What follows belongs to an exercise in optimizing a design on an open flow for small area, a short achievable clock period and few clock cycles; a production flow would make more cautious choices. Where RTL was checked, it was by simulation tests only, not by an equivalence proof against the original. No activity file was given, so power comes from the tool's default toggle rates.

Design cpu_top, start of the top module:
module cpu_top (
    input  logic        clk,
    input  logic        rst,
    input  logic        run,
    input  logic        load_req,
    input  logic [5:0]  load_addr,
    input  logic [31:0] load_instr,
    output logic        load_ack,
    output logic        retire_valid,
    output logic [3:0]  retire_rd,
    output logic [31:0] retire_data
);
Settings: LEC_CHECK=0, CAP_MARGIN=20, CORE_MARGIN=2, CORE_UTILIZATION=50, SETUP_SLACK_MARGIN=3.6, SLEW_MARGIN=20, TNS_END_PERCENT=20; clock period 6.0 ns.
standard.sh (not shown) runs the stock make flow with config.mk's settings and CLKGATE_MAP_FILE= SYNTH_SCRIPT=/design/flow/synth_recipe.tcl, a recipe that flattens the netlist after the stock synthesis.
==> flow/flow/run.sh <==
#!/bin/bash
# The standard layout, except that every input and output port gets a
# sky130_fd_sc_hd__buf_4 as its port buffer (the standard flow's own pick
# can be a slow delay cell). The full make output goes to standard.log here;
# each step's own log is under orfs/logs/.
set -euo pipefail
bash standard.sh "BUFFER_PORTS_ARGS=-buffer_cell sky130_fd_sc_hd__buf_4" finish > standard.log 2>&1
The first run finished with timing, DRC and antenna clean.
Testbench counts at the start, summed over its fixed seeds: cycles 25,521.
Then changed:
==> flow/run.sh (new file) <==
#!/bin/bash
# synth_recipe.tcl (not shown) runs the flow's synth.tcl, then flattens the netlist and writes it again
# the make line also repeats each setting of config.mk as NAME=value (left out here)
make -C /OpenROAD-flow-scripts/flow DESIGN_CONFIG=/design/flow/config.mk WORK_HOME=/design/flow/orfs CLKGATE_MAP_FILE= SYNTH_SCRIPT=/design/flow/synth_recipe.tcl finish
removed: flow/flow/run.sh
removed: flow/standard.sh
Outcome: First-iteration DRC count is higher by about 4%. Design area rises by 0.64%. Final cell count rose by about 0.6%. Clock-buffer cell count increases by 19. Global-route usage came out higher by 0.59 points. Critical path depth is unchanged. Core utilization rises by 0.39 points. Via count rose by about 1.4%. Worst setup slack is better by 89 ps. Routed wire length increases by 1.7%. Total power is higher by about 0.6%.

* * *

Another version of the RTL of cpu_top (not shown whole).
Size in the first run: about 4500 flip-flops.
Settings: LEC_CHECK=0, CAP_MARGIN=20, CORE_MARGIN=2, CORE_UTILIZATION=50, SETUP_SLACK_MARGIN=3.8, SLEW_MARGIN=20, TNS_END_PERCENT=10; clock period 6.0 ns.
run.sh (not shown) runs the stock make flow with config.mk's settings and CLKGATE_MAP_FILE= SYNTH_SCRIPT=/design/flow/synth_recipe.tcl, a recipe that flattens the netlist after the stock synthesis.
Stock flow here: none of the scripts above is used.
Testbench counts at the start, summed over its fixed seeds: cycles 25,521.
Then changed:
SETUP_SLACK_MARGIN = 3.9   (was 3.8)
TNS_END_PERCENT = 20   (was 10)
Power grows slightly.
Setup slack is better by 130 ps.
Sequential share of layout area shrinks by 1.1 points.
Final area grows slightly.
Sequential power hardly moves.
Then changed:
SETUP_SLACK_MARGIN = 3.6   (was 3.9)
The changed run completed without violations.
Area after synthesis is unchanged.
Sequential share of layout area went up by 0.98 points.
Setup slack loses 50 ps.
Core utilization went down by 0.98 points.
Design area went down by 1.6%.
Routed wire length went down by 0.93%.
Cell count went down by 0.82%.
Die area is unchanged.
Via count went down by 0.48%.
Clock-buffer cell count went up by 34.
Global-route usage went down by 0.12 points.

* * *

Another version of the RTL of cpu_top (not shown whole).
Size: ~4,200 flip-flops, ~80 I/O pins, roughly 140,000 um^2 of cells after synthesis.
Settings: LEC_CHECK=0, ABC_CLOCK_PERIOD_IN_PS=2800, CAP_MARGIN=20, CORE_MARGIN=2, CORE_UTILIZATION=60, SETUP_SLACK_MARGIN=3.2, SLEW_MARGIN=20; clock period 6.0 ns.
The starting point stopped in global routing.
==> next run, changes <==
Settings changed: CORE_UTILIZATION 60 to 40.
Outcome:
- The new run stopped in global routing, error GRT-0232
- area after synthesis is unchanged
- synthesized cell count is unchanged
No functional check of the RTL was part of any run of this note.

* * *

## v6
RTL: one of the versions met above, not the one the previous note started from.
For scale: about 9300 cells after synthesis, ~4500 flip-flops, about 80 I/O pins, ~150000 µm² of cells after synthesis.
## cpu_top
module cpu_top (
    input  logic        clk,
    input  logic        rst,
    input  logic        run,
    input  logic        load_req,
    input  logic [5:0]  load_addr,
    input  logic [31:0] load_instr,
    output logic        load_ack,
    output logic        retire_valid,
    output logic [3:0]  retire_rd,
    output logic [31:0] retire_data
);
Settings: LEC_CHECK=0, CAP_MARGIN=20, CORE_MARGIN=2, CORE_UTILIZATION=50, SETUP_SLACK_MARGIN=3.6, SLEW_MARGIN=20, TNS_END_PERCENT=10; clock period 6.0 ns.
Testbench counts of v6, summed over its fixed seeds: cycles 25,521.
[inputs] v7 vs v6
- CORE_UTILIZATION changed from 50 to 55
### Flow results
In v7 relative to v6, global-route wire length before repair had gone down slightly.
Final worst-path cycle share on v7 is up relative to v6.
NOTE: placer's final routability congestion estimate in v7 falls short of that of v6
Of the two values seen for startpoint of the worst setup timing path, u_memory.sel[31] was produced by v6 and u_memory.sel[50] by v7.
v6 ended up with u_decode.id_a[11] as its endpoint of the most critical setup path; v7 ended up with u_decode.id_a[25].

==> afterwards: timing with drivers on the ports <==
In the flow no input, the clock included, has a driving cell. The finished layouts below were timed again as built, in two steps. Step 1: set_driving_cell puts a clkbuf_16 on clk and a buf_2 on each other input, an assumption about the parent block. Step 2 adds t to the input delays and takes it off the output delays; t is the mean of the earliest and latest rising clock arrival at the registers after step 1. Input paths then give back, and output paths get back, about the clock's delay inside the block. Three values: no drivers, after step 1, after step 2; two values: the first two.
run	t (ns)	setup WS [ns]	hold WS [ns]	worst setup path after step 2	worst slew at a driven data input, ns
the first run of note 1	1.081	3.076 / 3.076 / 3.076	0.289 / 0.218 / 0.317	register to register	0.10
the second run of note 1	1.069	3.166 / 3.166 / 2.843	0.325 / 0.325 / 0.325	input to register	0.09
the first run of note 2	1.081	3.087 / 3.087 / 2.773	0.325 / 0.325 / 0.325	input to register	0.05
the second run of note 2	1.063	3.216 / 3.215 / 2.862	0.327 / 0.327 / 0.327	input to register	0.05
the third run of note 2	1.071	3.166 / 3.166 / 2.835	0.318 / 0.318 / 0.318	input to register	0.12
v6	1.063	3.179 / 3.093 / 2.855	0.318 / 0.318 / 0.318	input to register	0.13
v7	1.067	3.169 / 3.169 / 2.887	0.330 / 0.330 / 0.330	input to register	0.17
After both steps every run listed still meets setup and hold. For the second run of note 2, which loses most, drivers alone change the setup slack by -0.001 ns; drivers and shift together by -0.354 ns.
